This design comes from an exercise in tuning for small area on the open sky130 flow, not from production work. The RTL was checked by simulation tests, not by an equivalence proof against the original design. Power is estimated from default activity; no workload was simulated.

job 5139:
Design padding, start of the top module:
module padding #(
  parameter int INPUT_SIZE  = 14,
  parameter int OUTPUT_SIZE = INPUT_SIZE + 2,
  parameter int INPUT_BITS  = INPUT_SIZE * INPUT_SIZE * 4,
  parameter int OUTPUT_BITS = OUTPUT_SIZE * OUTPUT_SIZE * 4
) (
  input  logic                   clk,
  input  logic                   rst,
  input  logic                   start,
  input  logic [INPUT_BITS-1:0]  input_matrix,
  output logic [OUTPUT_BITS-1:0] output_matrix,
  output logic                   done
);
For scale: about 1800 cells after synthesis, ~790 flip-flops, ~1800 I/O pins, about 0.024 mm^2 of cells after synthesis.
Settings: LEC_CHECK=0, CAP_MARGIN=20, CORE_AREA=5 5 395 395, DIE_AREA=0 0 400 400, PLACE_DENSITY=0.4, SLEW_MARGIN=20, SYNTH_HIERARCHICAL=1, SYNTH_MINIMUM_KEEP_SIZE=0; clock period 5.0 ns.
standard.sh (not shown) runs the stock make flow with config.mk's settings and CLKGATE_MAP_FILE= SYNTH_SCRIPT=/design/flow/synth_recipe.tcl, a recipe that flattens the netlist after the stock synthesis.
==> flow/flow/run.sh <==
#!/bin/bash
# Standard ORFS layout, with the port buffers inserted as the smallest
# plain buffer (buf_1) instead of the resizer's default pick, and a clock
# tree built from fewer buffers with larger sink clusters.
set -euo pipefail
export BUFFER_PORTS_ARGS="-buffer_cell sky130_fd_sc_hd__buf_1"
export IO_PLACER_V="met2 met4"
export CTS_ARGS="-sink_clustering_enable -repair_clock_nets -dont_use_dummy_load -sink_clustering_size 30 -sink_clustering_max_diameter 80 -buf_list {sky130_fd_sc_hd__clkbuf_16}"
bash standard.sh > standard_make.log 2>&1
The inputs of job 8722 differ from those of job 5139 as listed below.
- a change of DIE_AREA from 0 0 400 400 to 0 0 620 620
- a change of CORE_AREA from 5 5 395 395 to 5 5 615 615
==> flow/flow/run.sh <==
#!/bin/bash
# Standard ORFS layout, with the port buffers inserted as the smallest
# plain buffer (buf_1) instead of the resizer's default pick, and a clock
# tree built from fewer, smaller buffers with larger sink clusters.
set -euo pipefail
export BUFFER_PORTS_ARGS="-buffer_cell sky130_fd_sc_hd__buf_1"
export CTS_ARGS="-sink_clustering_enable -repair_clock_nets -dont_use_dummy_load -sink_clustering_size 20"
bash standard.sh > standard_make.log 2>&1
### Flow results
- Ratio of cells with drive above 1 in the final layout: job 8722 vs job 5139 up 1.7 points
- Of job 5139 and job 8722, job 5139 shows the higher vias per cell, with job 8722 below it.
- Area added between synthesis and finish sits higher in job 8722 than in job 5139.
Modified inputs, job 7067 compared to job 8722
- DIE_AREA changed from 0 0 620 620 to 0 0 510 510
- CORE_AREA changed from 5 5 615 615 to 5 5 505 505
==> flow/flow/run.sh <==
#!/bin/bash
# Standard ORFS layout, with the port buffers inserted as the smallest
# plain buffer (buf_1) instead of the resizer's default pick, and a clock
# tree built from fewer buffers with larger sink clusters.
set -euo pipefail
export BUFFER_PORTS_ARGS="-buffer_cell sky130_fd_sc_hd__buf_1"
export CTS_ARGS="-sink_clustering_enable -repair_clock_nets -dont_use_dummy_load -sink_clustering_size 14 -sink_clustering_max_diameter 80 -buf_list {sky130_fd_sc_hd__clkbuf_8}"
bash standard.sh > standard_make.log 2>&1
--- outcome ---
- Taking job 8722 as the reference, in job 7067 effective utilization at floorplan moved up, power per unit of standard cell area moved down, via count moved down.
- When job 7067 is set beside job 8722, its total power turns out to be 3100 uW smaller.
The following lists how job 148 was set up differently from job 7067:
- a change of CORE_AREA from 5 5 505 505 to 5 5 395 395
- a change of DIE_AREA from 0 0 510 510 to 0 0 400 400
==> flow/flow/run.sh <==
#!/bin/bash
# Standard ORFS layout with these changes:
#  - port buffers inserted as the smallest plain buffer (buf_1) instead of
#    the resizer's default pick;
#  - pins also on met4 (top/bottom edges) so a smaller die holds them all;
#  - each input bit's pin grouped with the pin of the output bit it feeds,
#    so each register sits next to its own two pins;
#  - a clock tree built from fewer buffers with larger sink clusters and no
#    dummy loads.
set -euo pipefail
groups=""
for ((r = 0; r < 14; r++)); do
  for ((c = 0; c < 14; c++)); do
    for ((b = 0; b < 4; b++)); do
      i=$(( (r * 14 + c) * 4 + b ))
      o=$(( ((r + 1) * 16 + c + 1) * 4 + b ))
      groups+=" -group_pins {input_matrix[$i] output_matrix[$o]}"
    done
  done
done
export PLACE_PINS_ARGS="$groups"
export BUFFER_PORTS_ARGS="-buffer_cell sky130_fd_sc_hd__buf_1"
export IO_PLACER_V="met2 met4"
export CTS_ARGS="-sink_clustering_enable -repair_clock_nets -dont_use_dummy_load -sink_clustering_size 14 -sink_clustering_max_diameter 80 -buf_list {sky130_fd_sc_hd__clkbuf_8}"
bash standard.sh > standard_make.log 2>&1
==> summary.txt <==
Compared with job 7067, in job 148 initial antenna violation count saw a decrease; final setup TNS saw little to no change. Job 7067 reports its top layer used by detailed routing as met5 while job 148 reports met4. Job 148: proportion of layout cells with a drive suffix above 1 0.77 points below job 7067. Time the final worst path needs with I/O delays and setup improves in job 148 relative to job 7067. The placed standard-cell area in job 7067 is 1.05 times that in job 148. Part of the power in the clock network came out lower on job 148 than on job 7067. When job 148 is set beside job 7067, its via-per-instance ratio turns out to be about 14% larger.

========
The RTL this note starts from:
==> flow/design.v <==
`default_nettype none
module padding #(
  parameter int INPUT_SIZE  = 14,
  parameter int OUTPUT_SIZE = INPUT_SIZE + 2,
  parameter int INPUT_BITS  = INPUT_SIZE * INPUT_SIZE * 4,
  parameter int OUTPUT_BITS = OUTPUT_SIZE * OUTPUT_SIZE * 4
) (
  input  logic                   clk,
  input  logic                   rst,
  input  logic                   start,
  input  logic [INPUT_BITS-1:0]  input_matrix,
  output logic [OUTPUT_BITS-1:0] output_matrix,
  output logic                   done
);
  localparam int c_ROW_BITS = INPUT_SIZE * 4;
  logic                  r_busy;    
  logic                  r_done;
  logic [INPUT_BITS-1:0] r_data;    
  logic w_load;
  logic w_keep;
  logic w_load1;
  assign w_load = start & ~r_busy & ~r_done;
  always_ff @(posedge clk or negedge rst) begin
    if (!rst) begin
      r_busy <= 1'b0;
      r_done <= 1'b0;
    end else begin
      r_busy <= w_load;
      r_done <= r_busy | (r_done & start);
    end
  end
  assign w_load1 = w_load & rst;
  assign w_keep  = rst & ~w_load;
  for (genvar i = 0; i < INPUT_BITS; i++) begin : g_bit
    padding_bit u_bit (
      .clk  (clk),
      .load (w_load1),
      .keep (w_keep),
      .d    (input_matrix[i]),
      .q    (r_data[i])
    );
  end
  always_comb begin
    output_matrix = '0;
    for (int r = 0; r < INPUT_SIZE; r++)
      output_matrix[((r + 1) * OUTPUT_SIZE + 1) * 4 +: c_ROW_BITS] =
        r_data[r * c_ROW_BITS +: c_ROW_BITS];
  end
  assign done = r_done;
endmodule
module padding_bit (
  input  logic clk,
  input  logic load,
  input  logic keep,
  input  logic d,
  output logic q
);
  always_ff @(posedge clk) begin
    q <= (load & d) | (keep & q);
  end
endmodule
`default_nettype wire
clock: 5.0 ns
lec_check: 0
cap_margin: 20
core_area: 5 5 395 395
die_area: 0 0 400 400
place_density: 0.4
slew_margin: 20
synth_hierarchical: 1
synth_minimum_keep_size: 0
==> flow/flow/run.sh <==
#!/bin/bash
# Standard ORFS layout, with the port buffers inserted as the smallest
# plain buffer (buf_1) instead of the resizer's default pick, and a clock
# tree built from fewer buffers with larger sink clusters.
set -euo pipefail
export BUFFER_PORTS_ARGS="-buffer_cell sky130_fd_sc_hd__buf_1"
export IO_PLACER_V="met2 met4"
export CTS_ARGS="-sink_clustering_enable -repair_clock_nets -dont_use_dummy_load -sink_clustering_size 14 -sink_clustering_max_diameter 80 -buf_list {sky130_fd_sc_hd__clkbuf_8}"
bash standard.sh > standard_make.log 2>&1
Then changed:
==> flow/flow/run.sh (replaced) <==
#!/bin/bash
# Standard ORFS layout with these changes:
#  - port buffers inserted as the smallest plain buffer (buf_1) instead of
#    the resizer's default pick;
#  - pins also on met4 (top/bottom edges) so a smaller die holds them all;
#  - each input bit's pin grouped with the pin of the output bit it feeds,
#    so each register sits next to its own two pins;
#  - a clock tree built from fewer buffers with larger sink clusters and no
#    dummy loads.
set -euo pipefail
groups=""
for ((r = 0; r < 14; r++)); do
  for ((c = 0; c < 14; c++)); do
    for ((b = 0; b < 4; b++)); do
      i=$(( (r * 14 + c) * 4 + b ))
      o=$(( ((r + 1) * 16 + c + 1) * 4 + b ))
      groups+=" -group_pins {input_matrix[$i] output_matrix[$o]}"
    done
  done
done
export PLACE_PINS_ARGS="$groups"
export BUFFER_PORTS_ARGS="-buffer_cell sky130_fd_sc_hd__buf_1"
export IO_PLACER_V="met2 met4"
export CTS_ARGS="-sink_clustering_enable -repair_clock_nets -dont_use_dummy_load -sink_clustering_size 18 -sink_clustering_max_diameter 80 -buf_list {sky130_fd_sc_hd__clkbuf_8}"
bash standard.sh > standard_make.log 2>&1
Settings changed: CAP_MARGIN 20 to 0, SLEW_MARGIN 20 to 0.
The new run finished clean.
First-iteration DRC count goes down by about a fifth.
Total power goes down by a few percent.
Clock skew goes down by 0.032 ns.
Die area does not change.
Cell area stays flat.
Global-route usage goes down by 4.7 points.
Sequential share of layout area stays flat.
Count of clock-buffer cells in the layout goes down by 17.
Then changed:
==> flow/flow/run.sh (replaced) <==
#!/bin/bash
# Standard ORFS layout, with the port buffers inserted as the smallest
# plain buffer (buf_1) instead of the resizer's default pick, and a clock
# tree built from fewer buffers with larger sink clusters.
set -euo pipefail
export BUFFER_PORTS_ARGS="-buffer_cell sky130_fd_sc_hd__buf_1"
export CTS_ARGS="-sink_clustering_enable -repair_clock_nets -dont_use_dummy_load -sink_clustering_size 24 -sink_clustering_max_diameter 100 -buf_list {sky130_fd_sc_hd__clkbuf_16}"
bash standard.sh > standard_make.log 2>&1
Settings changed: CAP_MARGIN 0 to 20, CORE_AREA 5 5 395 395 to 5 5 615 615, DIE_AREA 0 0 400 400 to 0 0 620 620, SLEW_MARGIN 0 to 20.
Outcome: Final cell count increases by 52%. Worst hold slack is worse by 0.36 ns. Total power went up by 24%. Sequential power rises by about 1%. Register-to-register slack gets better by 0.12 ns. First-iteration DRC count went up by 39%. Die area is higher by 140%. Sequential share of layout area shrinks by 5.8 points. Global-route usage rose by 1.6 points.
Then changed:
==> flow/flow/run.sh (replaced) <==
#!/bin/bash
# Standard ORFS layout with these changes:
#  - port buffers inserted as the smallest plain buffer (buf_1) instead of
#    the resizer's default pick;
#  - pins also on met4 (top/bottom edges) so a smaller die holds them all;
#  - each input bit's pin grouped with the pin of the output bit it feeds,
#    so each register sits next to its own two pins;
#  - a clock tree built from fewer buffers with larger sink clusters and no
#    dummy loads.
set -euo pipefail
groups=""
for ((r = 0; r < 14; r++)); do
  for ((c = 0; c < 14; c++)); do
    for ((b = 0; b < 4; b++)); do
      i=$(( (r * 14 + c) * 4 + b ))
      o=$(( ((r + 1) * 16 + c + 1) * 4 + b ))
      groups+=" -group_pins {input_matrix[$i] output_matrix[$o]}"
    done
  done
done
export PLACE_PINS_ARGS="$groups"
export BUFFER_PORTS_ARGS="-buffer_cell sky130_fd_sc_hd__buf_1"
export IO_PLACER_V="met2 met4"
export CTS_ARGS="-sink_clustering_enable -repair_clock_nets -dont_use_dummy_load -sink_clustering_size 9 -sink_clustering_max_diameter 50 -buf_list {sky130_fd_sc_hd__clkbuf_4}"
bash standard.sh > standard_make.log 2>&1
Settings changed: CORE_AREA 5 5 615 615 to 5 5 395 395, DIE_AREA 0 0 620 620 to 0 0 400 400.
The changed run finished with timing, DRC and antenna clean.
Clock power came out lower by well over a third.
Final cell count came out lower by a quarter to a third.
Routed wire length came out lower by well over a third.
Via count came out higher slightly.
Power came out lower by about a fifth.
Maximum frequency came out higher by a few percent.
Design area came out higher by a few percent.
First-iteration DRC count came out lower by a quarter to a third.
Synthesized cell count stays the same.
Worst setup slack improves by 0.14 ns.
Flip-flop and latch count stays the same.
Then changed:
==> flow/run.sh (new file) <==
#!/bin/bash
# synth_recipe.tcl (not shown) runs the flow's synth.tcl, then flattens the netlist and writes it again
# the make line also repeats each setting of config.mk as NAME=value (left out here)
make -C /OpenROAD-flow-scripts/flow DESIGN_CONFIG=/design/flow/config.mk WORK_HOME=/design/flow/orfs CLKGATE_MAP_FILE= SYNTH_SCRIPT=/design/flow/synth_recipe.tcl finish
Settings changed: CORE_AREA 5 5 395 395 to 5 5 615 615, DIE_AREA 0 0 400 400 to 0 0 620 620.
removed: flow/flow/run.sh
removed: flow/standard.sh
What happened: Routed wire length rises by 150%; total power is higher by 53%; maximum frequency falls by 15%; synthesized cell count stays the same; first-iteration DRC count rose by 19%; final area came out higher by 27%; via count drops by 0.96%; worst setup slack loses 0.47 ns; non-clock buffer count goes down by 604; worst hold slack gains 0.092 ns.
Then changed:
==> flow/flow/run.sh (new file) <==
#!/bin/bash
# Standard ORFS layout with these changes:
#  - port buffers inserted as the smallest plain buffer (buf_1) instead of
#    the resizer's default pick;
#  - pins also on met4 (top/bottom edges) so a smaller die holds them all;
#  - each input bit's pin grouped with the pin of the output bit it feeds,
#    so each register sits next to its own two pins;
#  - a clock tree built from fewer buffers with larger sink clusters and no
#    dummy loads.
set -euo pipefail
groups=""
for ((r = 0; r < 14; r++)); do
  for ((c = 0; c < 14; c++)); do
    for ((b = 0; b < 4; b++)); do
      i=$(( (r * 14 + c) * 4 + b ))
      o=$(( ((r + 1) * 16 + c + 1) * 4 + b ))
      groups+=" -group_pins {input_matrix[$i] output_matrix[$o]}"
    done
  done
done
export PLACE_PINS_ARGS="$groups"
export BUFFER_PORTS_ARGS="-buffer_cell sky130_fd_sc_hd__buf_1"
export IO_PLACER_V="met2 met4"
export CTS_ARGS="-sink_clustering_enable -repair_clock_nets -dont_use_dummy_load -sink_clustering_size 18 -sink_clustering_max_diameter 80 -buf_list {sky130_fd_sc_hd__clkbuf_8}"
bash standard.sh > standard_make.log 2>&1
==> flow/standard.sh (new file) <==
#!/bin/bash
# synth_recipe.tcl (not shown) runs the flow's synth.tcl, then flattens the netlist and writes it again
# the make line also repeats each setting of config.mk as NAME=value (left out here)
make -C /OpenROAD-flow-scripts/flow DESIGN_CONFIG=/design/flow/config.mk WORK_HOME=/design/flow/orfs CLKGATE_MAP_FILE= SYNTH_SCRIPT=/design/flow/synth_recipe.tcl "${@:-finish}"
Settings changed: CORE_AREA 5 5 615 615 to 5 5 395 395, DIE_AREA 0 0 620 620 to 0 0 400 400.
removed: flow/run.sh
Result: The changed run finished clean. Sequential share of layout area climbs by 16 points. Critical path depth climbs by 5. Setup slack gets better by 0.36 ns. Via count drops by roughly a tenth. Hold slack gets better by 0.091 ns. Routed wire length drops by well over a third. Die area drops by well over a third.

========
// padding: RTL as listed in full above, without the edits since
==> flow/config.mk <==
export PLATFORM = sky130hd
export DESIGN_NAME = padding
export DESIGN_NICKNAME = padding
export VERILOG_FILES = /design/flow/design.v
export SDC_FILE = /design/flow/constraint.sdc
export NUM_CORES = 4
export LEC_CHECK = 0
export CAP_MARGIN = 20
export CORE_AREA = 5 5 615 615
export DIE_AREA = 0 0 620 620
export PLACE_DENSITY = 0.4
export SLEW_MARGIN = 20
export SYNTH_HIERARCHICAL = 1
export SYNTH_MINIMUM_KEEP_SIZE = 0
==> flow/constraint.sdc <==
create_clock -name core_clock -period 5.0 [get_ports {clk}]
set_input_delay 1.0000 -clock core_clock [delete_from_list [all_inputs] [get_ports {clk}]]
set_output_delay 1.0000 -clock core_clock [all_outputs]
set_load 0.01 [all_outputs]
==> flow/flow/run.sh <==
#!/bin/bash
# Standard ORFS layout, with the port buffers inserted as the smallest
# plain buffer (buf_1) instead of the resizer's default pick, and a clock
# tree built from fewer buffers with larger sink clusters.
set -euo pipefail
export BUFFER_PORTS_ARGS="-buffer_cell sky130_fd_sc_hd__buf_1"
export CTS_ARGS="-sink_clustering_enable -repair_clock_nets -dont_use_dummy_load -sink_clustering_size 14 -sink_clustering_max_diameter 80 -buf_list {sky130_fd_sc_hd__clkbuf_8}"
bash standard.sh > standard_make.log 2>&1
The first run completed with no timing, DRC or antenna violations.
Change:
==> flow/flow/run.sh (replaced) <==
#!/bin/bash
# Standard ORFS layout, with the port buffers inserted as the smallest
# plain buffer (buf_1) instead of the resizer's default pick.
set -euo pipefail
export BUFFER_PORTS_ARGS="-buffer_cell sky130_fd_sc_hd__buf_1"
bash standard.sh > standard_make.log 2>&1
Effect:
- The new run went through all stages and came out clean
- routed wire length rose by 0.37%
- core utilization grows by 0.58 points
- critical path depth is unchanged
- via count rose by about 0.46%
- global-route usage stays flat
- total power goes up by 29%
- clock skew decreases by 0.10 ns
- synthesized cell count is unchanged
- cell area grows by about 6%
- combinational power shrinks by about 1%

## static timing again, ports no longer ideal
The results above use ideal ports. As a check the final layouts listed here were re-extracted and re-timed, cells and wires unchanged. Step 1: set_driving_cell puts a clkbuf_16 on clk and a buf_2 on each other input, an assumption about the parent block. Step 2 also shifts input and output timing later by t, the mid clock arrival at the registers, as if the neighbouring blocks saw the same clock. Slacks: no drivers / after step 1 / after step 2; pairs: no drivers / after step 1.
run	t (ns)	setup slack, ns	worst data-port slew with drivers (ns)	cell pins on the clock port's net
job 5139	0.722	2.244 / 2.161 / 1.871	0.23	1
job 8722	0.900	2.218 / 2.130 / 1.430	0.38	1
job 7067	0.883	2.220 / 2.249 / 1.397	0.33	1
job 148	0.760	2.272 / 2.319 / 1.559	0.11	1
the first run of note 2	0.772	2.197 / 2.120 / 1.852	0.23	1
the second run of note 2	0.757	2.255 / 2.306 / 1.549	0.11	1
the third run of note 2	0.855	2.225 / 2.136 / 1.895	0.37	1
the fourth run of note 2	1.034	2.364 / 2.282 / 1.393	0.11	1
the fifth run of note 2	0.921	1.896 / 1.808 / 1.555	0.41	1
the sixth run of note 2	0.757	2.255 / 2.306 / 1.549	0.11	1
the first run of note 3	1.040	2.086 / 1.999 / 1.425	0.37	1
the second run of note 3	0.920	2.232 / 2.144 / 1.416	0.37	1
After both steps every run listed still meets setup and hold. For the fourth run of note 2, which loses most, drivers alone change the setup slack by -0.082 ns; drivers and shift together by -0.971 ns.
